What follows belongs to an exercise in optimizing a design on an open flow for small area and a short achievable clock period; a production flow would make more cautious choices.
The RTL was checked by simulation tests, not by an equivalence proof against the original design.
Power is estimated from default activity; no workload was simulated.

==> flow/design.v <==
package stack_pkg;
  localparam int DATA_W_DEF = 8;
  localparam int DEPTH_DEF  = 256;
endpackage
module stack_ram (
  input  logic       clk,
  input  logic [15:0] wb_we0_i,   
  input  logic [15:0] wb_we1_i,   
  input  logic [7:0]  wb_data0_i,
  input  logic [7:0]  wb_data1_i,
  input  logic [3:0] rd_row0_i,
  input  logic [3:0] rd_row1_i,
  output logic [7:0] rd_data0_o,
  output logic [7:0] rd_data1_o
);
  logic [31:0][7:0][7:0] ring_q;
  logic [15:0][7:0]      tail0, tail1;
  always_ff @(posedge clk) begin
    for (int g = 0; g < 32; g++) begin
      ring_q[g][0] <= ring_q[g][7];
      if (g % 2 == 0) begin
        if (wb_we0_i[g / 2]) ring_q[g][1] <= wb_data0_i;
        else                                      ring_q[g][1] <= ring_q[g][0];
      end else begin
        if (wb_we1_i[g / 2]) ring_q[g][1] <= wb_data1_i;
        else                                      ring_q[g][1] <= ring_q[g][0];
      end
      for (int j = 2; j < 8; j++) ring_q[g][j] <= ring_q[g][j-1];
    end
  end
  always_comb begin
    for (int h = 0; h < 16; h++) begin
      tail0[h] = ring_q[2*h][7];
      tail1[h] = ring_q[2*h+1][7];
    end
  end
  assign rd_data0_o = tail0[rd_row0_i];
  assign rd_data1_o = tail1[rd_row1_i];
endmodule
module param_stack #(
  parameter int DATA_W = stack_pkg::DATA_W_DEF,
  parameter int DEPTH  = stack_pkg::DEPTH_DEF,
  parameter int PTR_W  = 8
) (
  input  logic              clk,
  input  logic              rst,
  input  logic              push,
  input  logic              pop,
  input  logic              tos,
  input  logic              clr_err,
  input  logic [DATA_W-1:0] d_in,
  output logic [DATA_W-1:0] d_out,
  output logic              d_out_vld,
  output logic [PTR_W:0]    count,
  output logic              empty,
  output logic              full,
  output logic              overflow,
  output logic              underflow
);
  logic [8:0]       cnt_q;
  logic             empty_q, full_q;
  logic [7:0]       dout_q;
  logic             vld_q, ovf_q, unf_q;
  logic [15:0][7:0] cache_q;
  logic [15:0]      sv_q;       
  logic [15:0]      sd_q;       
  logic [2:0]       ph_q;       
  logic [1:0]       wbg_q;      
  logic [1:0]       ldg_q;      
  logic [1:0][3:0]  hi_q;       
  logic [1:0]       ld_en_q;
  logic [1:0][15:0] wb_we_q;    
  logic [1:0][7:0]  wb_data_q, ld_data_q;
  logic [2:0]       ld_off_q;
  logic [7:0]       rd_data0, rd_data1;
  logic       inc, dec, repl, rd;
  logic [3:0]       sa;
  logic [15:0]      oh_a, oh_b;    
  logic [15:0][7:0] cache_top;     
  assign sa = cnt_q[3:0];
  always_comb begin
    for (int s = 0; s < 16; s++) begin
      oh_a[s]      = (sa == 4'(s));
      oh_b[s]      = (sa == 4'(s + 1));
      cache_top[s] = cache_q[(s + 15) % 16];
    end
  end
  assign inc  = push && !full_q && (!pop || empty_q);
  assign dec  = pop && !push && !empty_q;
  assign repl = push && pop && !empty_q;
  assign rd   = !empty_q && (pop || (tos && !push));
  logic [2:0] ph_n;
  assign ph_n = ph_q + 3'd1;
  logic [1:0][3:0] hi_d;
  logic [1:0]      evt_d;
  always_comb begin
    for (int p = 0; p < 2; p++) begin
      logic [3:0] s;
      s = {p[0], ph_n};
      hi_d[p]  = (s < cnt_q[3:0]) ? cnt_q[7:4] : cnt_q[7:4] - 4'd1;
      evt_d[p] = (inc && oh_a[s]) || ((dec || repl) && oh_b[s]);
    end
  end
  logic [1:0] wb_go, ld_go, wbg_d, ldg_d;
  always_comb begin
    for (int p = 0; p < 2; p++) begin
      wbg_d[p] = sd_q[{p[0], ph_n}] && !evt_d[p];
      ldg_d[p] = !sv_q[{p[0], ph_n}] && !evt_d[p];
    end
  end
  assign wb_go = wbg_q;
  assign ld_go = ldg_q;
  always_ff @(posedge clk) begin
    ld_data_q[0] <= rd_data0;
    ld_data_q[1] <= rd_data1;
    for (int p = 0; p < 2; p++) begin
      wb_data_q[p] <= cache_q[{p[0], ph_q}];
      for (int h = 0; h < 16; h++) wb_we_q[p][h] <= wb_go[p] && hi_q[p] == 4'(h);
    end
    hi_q     <= hi_d;
    ld_off_q <= ph_q;
  end
  always_ff @(posedge clk) begin
    if (rst) begin
      cnt_q   <= '0;
      empty_q <= 1'b1;
      full_q  <= 1'b0;
      dout_q  <= '0;
      vld_q   <= 1'b0;
      ovf_q   <= 1'b0;
      unf_q   <= 1'b0;
      sv_q    <= '1;
      sd_q    <= '0;
      ph_q    <= '0;
      ld_en_q <= '0;
      wbg_q   <= '0;
      ldg_q   <= '0;
    end else begin
      ph_q    <= ph_n;
      ld_en_q <= ld_go;
      wbg_q   <= wbg_d;
      ldg_q   <= ldg_d;
      if (inc) begin
        cnt_q   <= cnt_q + 9'd1;
        empty_q <= 1'b0;
        full_q  <= (cnt_q == 9'd255);
      end else if (dec) begin
        cnt_q   <= cnt_q - 9'd1;
        empty_q <= (cnt_q == 9'd1);
        full_q  <= 1'b0;
      end
      vld_q <= rd;
      if (rd) dout_q <= cache_top[sa];
      ovf_q <= (ovf_q && !clr_err) || (push && !pop && full_q);
      unf_q <= (unf_q && !clr_err) || (empty_q && (pop || (tos && !push)));
      for (int s = 0; s < 16; s++) begin
        if ((inc && oh_a[s]) || (repl && oh_b[s])) begin
          cache_q[s] <= d_in;
          sv_q[s]    <= 1'b1;
          sd_q[s]    <= 1'b1;
        end else if (dec && oh_b[s]) begin
          sv_q[s] <= (cnt_q <= 9'd16);
          sd_q[s] <= 1'b0;
        end else begin
          if (ld_en_q[s / 8] && ld_off_q == 3'(s % 8) && !sv_q[s]) begin
            cache_q[s] <= ld_data_q[s / 8];
            sv_q[s]    <= 1'b1;
          end
          if (ph_q == 3'(s % 8) && wb_go[s / 8]) sd_q[s] <= 1'b0;
        end
      end
    end
  end
  stack_ram u_ram (
    .clk        (clk),
    .wb_we0_i   (wb_we_q[0]),
    .wb_we1_i   (wb_we_q[1]),
    .wb_data0_i (wb_data_q[0]),
    .wb_data1_i (wb_data_q[1]),
    .rd_row0_i  (hi_q[0]),
    .rd_row1_i  (hi_q[1]),
    .rd_data0_o (rd_data0),
    .rd_data1_o (rd_data1)
  );
  assign count     = cnt_q;
  assign empty     = empty_q;
  assign full      = full_q;
  assign d_out     = dout_q;
  assign d_out_vld = vld_q;
  assign overflow  = ovf_q;
  assign underflow = unf_q;
endmodule
make LEC_CHECK=0 CAP_MARGIN=20 CORE_MARGIN=2 CORE_UTILIZATION=70 CTS_CLUSTER_DIAMETER=100 CTS_CLUSTER_SIZE=25 SETUP_SLACK_MARGIN=2.35 SLEW_MARGIN=20 finish   # period 4.5 ns
run.sh (not shown) runs the stock make flow with config.mk's settings and CLKGATE_MAP_FILE= SYNTH_SCRIPT=/design/flow/synth_recipe.tcl, a recipe that flattens the netlist after the stock synthesis.
==> next run, changes <==
--- a/flow/design.v
+++ b/flow/design.v
@@ -2,42 +2,40 @@
   localparam int DATA_W_DEF = 8;
   localparam int DEPTH_DEF  = 256;
 endpackage
 module stack_ram (
   input  logic       clk,
-  input  logic [15:0] wb_we0_i,   
-  input  logic [15:0] wb_we1_i,   
-  input  logic [7:0]  wb_data0_i,
-  input  logic [7:0]  wb_data1_i,
-  input  logic [3:0] rd_row0_i,
-  input  logic [3:0] rd_row1_i,
+  input  logic [1:0] wb_en_i,
+  input  logic [3:0] row0_i,
+  input  logic [3:0] row1_i,
+  input  logic [7:0] wb_data0_i,
+  input  logic [7:0] wb_data1_i,
   output logic [7:0] rd_data0_o,
   output logic [7:0] rd_data1_o
 );
   logic [31:0][7:0][7:0] ring_q;
   logic [15:0][7:0]      tail0, tail1;
   always_ff @(posedge clk) begin
     for (int g = 0; g < 32; g++) begin
-      ring_q[g][0] <= ring_q[g][7];
       if (g % 2 == 0) begin
-        if (wb_we0_i[g / 2]) ring_q[g][1] <= wb_data0_i;
-        else                                      ring_q[g][1] <= ring_q[g][0];
+        if (wb_en_i[0] && row0_i == 4'(g / 2)) ring_q[g][0] <= wb_data0_i;
+        else                                   ring_q[g][0] <= ring_q[g][7];
       end else begin
-        if (wb_we1_i[g / 2]) ring_q[g][1] <= wb_data1_i;
-        else                                      ring_q[g][1] <= ring_q[g][0];
+        if (wb_en_i[1] && row1_i == 4'(g / 2)) ring_q[g][0] <= wb_data1_i;
+        else                                   ring_q[g][0] <= ring_q[g][7];
       end
-      for (int j = 2; j < 8; j++) ring_q[g][j] <= ring_q[g][j-1];
+      for (int j = 1; j < 8; j++) ring_q[g][j] <= ring_q[g][j-1];
     end
   end
   always_comb begin
     for (int h = 0; h < 16; h++) begin
       tail0[h] = ring_q[2*h][7];
       tail1[h] = ring_q[2*h+1][7];
     end
   end
-  assign rd_data0_o = tail0[rd_row0_i];
-  assign rd_data1_o = tail1[rd_row1_i];
+  assign rd_data0_o = tail0[row0_i];
+  assign rd_data1_o = tail1[row1_i];
 endmodule
 module param_stack #(
   parameter int DATA_W = stack_pkg::DATA_W_DEF,
   parameter int DEPTH  = stack_pkg::DEPTH_DEF,
   parameter int PTR_W  = 8
@@ -66,14 +64,11 @@
   logic [15:0]      sd_q;       
   logic [2:0]       ph_q;       
   logic [1:0]       wbg_q;      
   logic [1:0]       ldg_q;      
   logic [1:0][3:0]  hi_q;       
-  logic [1:0]       ld_en_q;
-  logic [1:0][15:0] wb_we_q;    
-  logic [1:0][7:0]  wb_data_q, ld_data_q;
-  logic [2:0]       ld_off_q;
+  logic [1:0][7:0]  wb_data;
   logic [7:0]       rd_data0, rd_data1;
   logic       inc, dec, repl, rd;
   logic [3:0]       sa;
   logic [15:0]      oh_a, oh_b;    
   logic [15:0][7:0] cache_top;     
@@ -108,20 +103,14 @@
       ldg_d[p] = !sv_q[{p[0], ph_n}] && !evt_d[p];
     end
   end
   assign wb_go = wbg_q;
   assign ld_go = ldg_q;
-  always_ff @(posedge clk) begin
-    ld_data_q[0] <= rd_data0;
-    ld_data_q[1] <= rd_data1;
-    for (int p = 0; p < 2; p++) begin
-      wb_data_q[p] <= cache_q[{p[0], ph_q}];
-      for (int h = 0; h < 16; h++) wb_we_q[p][h] <= wb_go[p] && hi_q[p] == 4'(h);
-    end
-    hi_q     <= hi_d;
-    ld_off_q <= ph_q;
+  always_comb begin
+    for (int p = 0; p < 2; p++) wb_data[p] = cache_q[{p[0], ph_q}];
   end
+  always_ff @(posedge clk) hi_q <= hi_d;
   always_ff @(posedge clk) begin
     if (rst) begin
       cnt_q   <= '0;
       empty_q <= 1'b1;
       full_q  <= 1'b0;
@@ -130,16 +119,14 @@
       ovf_q   <= 1'b0;
       unf_q   <= 1'b0;
       sv_q    <= '1;
       sd_q    <= '0;
       ph_q    <= '0;
-      ld_en_q <= '0;
       wbg_q   <= '0;
       ldg_q   <= '0;
     end else begin
       ph_q    <= ph_n;
-      ld_en_q <= ld_go;
       wbg_q   <= wbg_d;
       ldg_q   <= ldg_d;
       if (inc) begin
         cnt_q   <= cnt_q + 9'd1;
         empty_q <= 1'b0;
@@ -160,27 +147,26 @@
           sd_q[s]    <= 1'b1;
         end else if (dec && oh_b[s]) begin
           sv_q[s] <= (cnt_q <= 9'd16);
           sd_q[s] <= 1'b0;
         end else begin
-          if (ld_en_q[s / 8] && ld_off_q == 3'(s % 8) && !sv_q[s]) begin
-            cache_q[s] <= ld_data_q[s / 8];
+          if (ph_q == 3'(s % 8) && ld_go[s / 8]) begin
+            cache_q[s] <= (s < 8) ? rd_data0 : rd_data1;
             sv_q[s]    <= 1'b1;
           end
           if (ph_q == 3'(s % 8) && wb_go[s / 8]) sd_q[s] <= 1'b0;
         end
       end
     end
   end
   stack_ram u_ram (
     .clk        (clk),
-    .wb_we0_i   (wb_we_q[0]),
-    .wb_we1_i   (wb_we_q[1]),
-    .wb_data0_i (wb_data_q[0]),
-    .wb_data1_i (wb_data_q[1]),
-    .rd_row0_i  (hi_q[0]),
-    .rd_row1_i  (hi_q[1]),
+    .wb_en_i    (wb_go),
+    .row0_i     (hi_q[0]),
+    .row1_i     (hi_q[1]),
+    .wb_data0_i (wb_data[0]),
+    .wb_data1_i (wb_data[1]),
     .rd_data0_o (rd_data0),
     .rd_data1_o (rd_data1)
   );
   assign count     = cnt_q;
   assign empty     = empty_q;
What happened: Die area goes down by 1.8%; non-clock buffer count goes up by 78; hold slack improves by 0.023 ns; register-to-register slack degrades by 0.20 ns; combinational power goes up by about 70%; final cell count goes up by 4.8%; final area goes up by 0.54%.

## separate check: timing with driven ports
The results above use ideal ports. As a check the final layouts listed here were re-extracted and re-timed, cells and wires unchanged.
Step 1 sets driving cells, clkbuf_16 on the clock port and buf_2 on the other inputs (assumed; they add their load-dependent delay and slew).
Step 2 times the ports against the registers' clock, not the clock port: input delays grow and output delays shrink by t, the midpoint of the rising clock arrivals with the driver on.
a / b / c = ideal ports / drivers / drivers and shift; a / b = the first two.
| run | shift t [ns] | slack for setup (ns) | worst hold slack (ns) | worst setup path after step 2 | worst slew at a driven data input, ns |
|---|---|---|---|---|---|
| the first run | 0.753 | 2.299 / 2.232 / 1.663 | 0.283 / 0.283 / 0.283 | input to register | 0.06 |
| the second run | 0.758 | 2.160 / 2.160 / 1.650 | 0.306 / 0.306 / 0.306 | input to register | 0.11 |
After both steps setup and hold are still met in every run listed. For the first run, which loses most, drivers alone change the setup slack by -0.067 ns; drivers and shift together by -0.636 ns.
